Context: an optimization exercise on an open-source flow, tuned for small area, a short achievable clock period and few clock cycles per item. The choices shown serve that exercise and are no tape-out recipe. In this exercise RTL edits were held to simulation tests only and were not proved equivalent to the original.

==> flow/design.v (excerpt) <==
module frame_sync_period_tracker (
	input  logic                                  clk,
	input  logic                                  arst_n,
	input  logic                                  cfg_we,
	input  logic [fspt_pkg::LOSS_W-1:0]           cfg_wdata,
	input  logic                                  in_valid,
	output logic                                  in_ready,
	input  fspt_pkg::fspt_in_t                    in_item,
	output logic                                  out_valid,
	input  logic                                  out_ready,
	output fspt_pkg::fspt_out_t                   out_item
);
	localparam int unsigned TW = fspt_pkg::TICK_W;
	logic                            h_valid;
	logic                            h_poll;
	logic [TW-1:0]                   h_tick;
	logic [TW-1:0]                   h_iv;       
	logic                            k_valid;
	logic                            k_poll;
	logic [TW-1:0]                   k_tick;
	logic                            out_valid_q;
	logic                            dropped_q;
	logic [fspt_pkg::LOSS_W-1:0]     loss_q;
	logic [fspt_pkg::FRAME_W-1:0]    frame_q;
	logic [TW-1:0]                   prev_q;
	logic [TW-1:0]                   period_q;
	logic                            locked_q;
	logic                            base_q;
	logic [TW:0]                     acc_q;      
	logic [2:0]                      idx_q;      
	logic                            lbit_q;     
	logic                            exact_q;
	logic                            accept;
	logic                            slot_free;
	logic                            wait_poll;
	logic                            advance;
	logic                            is_cap;
	logic                            is_poll;
	logic                            h_load;
	assign in_ready  = !k_valid;
	assign accept    = in_valid && !k_valid;
	assign slot_free = !out_valid_q || out_ready;
	assign is_cap    = h_valid && !h_poll && slot_free;
	assign is_poll   = h_valid && h_poll && slot_free && !wait_poll;
	assign advance   = is_cap || is_poll;
	assign h_load    = advance || !h_valid;
	assign out_valid = out_valid_q;
  ...
clock: 8.0 ns
lec_check: 0
abc_area: 1
cap_margin: 20
core_margin: 2
core_utilization: 60
cts_cluster_diameter: 150
cts_cluster_size: 15
setup_slack_margin: 4.7
slew_margin: 20
standard.sh (not shown) runs the stock make flow with config.mk's settings and CLKGATE_MAP_FILE= SYNTH_SCRIPT=/design/flow/synth_recipe.tcl, a recipe that flattens the netlist after the stock synthesis.
==> flow/flow/run.sh <==
#!/bin/bash
# The standard layout (standard.sh: ORFS synthesis through finish), with
# one change: the buffers that ORFS puts on every input and output port are
# made from the plain sky130_fd_sc_hd__buf_1 cell instead of the delay-buffer
# cell buffer_ports picks by default. Timing repair may still resize them.
# ORFS's own per-step logs are kept under orfs/logs; the make output goes to
# standard.log in this folder.
set -euo pipefail
export BUFFER_PORTS_ARGS="-buffer_cell sky130_fd_sc_hd__buf_1"
bash standard.sh > standard.log 2>&1
Testbench counts at the start, summed over its fixed seeds: cycles 24,139, items 24,000.
Edit:
--- a/flow/config.mk
+++ b/flow/config.mk
@@ -12,4 +12,4 @@
 export CTS_CLUSTER_DIAMETER = 150
 export CTS_CLUSTER_SIZE = 15
-export SETUP_SLACK_MARGIN = 4.7
+export SETUP_SLACK_MARGIN = 4.45
 export SLEW_MARGIN = 20
Outcome:
- The changed run passed the timing, design-rule and antenna checks
- worst setup slack loses 250 ps
- global-route usage falls by 0.99 points
- routed wire length falls by a few percent
- cell count decreases slightly
- die area stays the same
- final area goes down by a few percent
- worst hold slack gets worse by 17 ps
- synthesized area stays the same
Edit:
--- a/flow/config.mk
+++ b/flow/config.mk
@@ -12,4 +12,4 @@
 export CTS_CLUSTER_DIAMETER = 150
 export CTS_CLUSTER_SIZE = 15
-export SETUP_SLACK_MARGIN = 4.45
+export SETUP_SLACK_MARGIN = 4.8
 export SLEW_MARGIN = 20
Result: The new run completed with no timing, DRC or antenna violations. Design area is higher by 6.9%. Utilization is higher by 4.7 points. Worst setup slack gains 120 ps. Worst hold slack loses 11 ps. Count of clock-buffer cells in the layout stays the same.
Edit:
--- a/flow/config.mk
+++ b/flow/config.mk
@@ -6,5 +6,4 @@
 export NUM_CORES = 4
 export LEC_CHECK = 0
-export ABC_AREA = 1
 export CAP_MARGIN = 20
 export CORE_MARGIN = 2
@@ -12,4 +11,4 @@
 export CTS_CLUSTER_DIAMETER = 150
 export CTS_CLUSTER_SIZE = 15
-export SETUP_SLACK_MARGIN = 4.8
+export SETUP_SLACK_MARGIN = 4.7
 export SLEW_MARGIN = 20
The changed run passed the timing, design-rule and antenna checks.
Wire length increases by 1.3%.
Count of clock-buffer cells in the layout stays the same.
Final cell count went down by 17%.
Setup slack got worse by 310 ps.
Critical path depth goes down by 8.
Global-route usage rises by 0.37 points.
Non-clock buffer count came out higher by 44.

port drivers added, routing unchanged:
Ports are ideal in the flow. The routed layouts listed here were re-timed in OpenROAD. Step 1 sets driving cells, clkbuf_16 on the clock port and buf_2 on the other inputs (assumed; they add their load-dependent delay and slew). Step 2, shift: input delay + t, output delay - t, t = (earliest + latest rising clock arrival at the registers) / 2. This alone moves slack from input paths to output paths. Slacks: ideal / step 1 / step 2; pairs: ideal / step 1.
run | t (ns) | slack for setup (ns) | clock arrival spread, ns | cell pins on the clock port's net
the first run | 0.545 | 4.787 / 4.739 / 4.286 | 0.041 / 0.040 | 1
the second run | 0.543 | 4.540 / 4.537 / 3.994 | 0.030 / 0.030 | 1
the third run | 0.554 | 4.662 / 4.662 / 4.295 | 0.035 / 0.035 | 1
the fourth run | 0.536 | 4.357 / 4.357 / 3.871 | 0.036 / 0.035 | 1
After both steps every run listed still meets setup and hold. The setup slack of the second run, which loses most, moves by -0.003 ns with the drivers and by -0.546 ns with both steps.
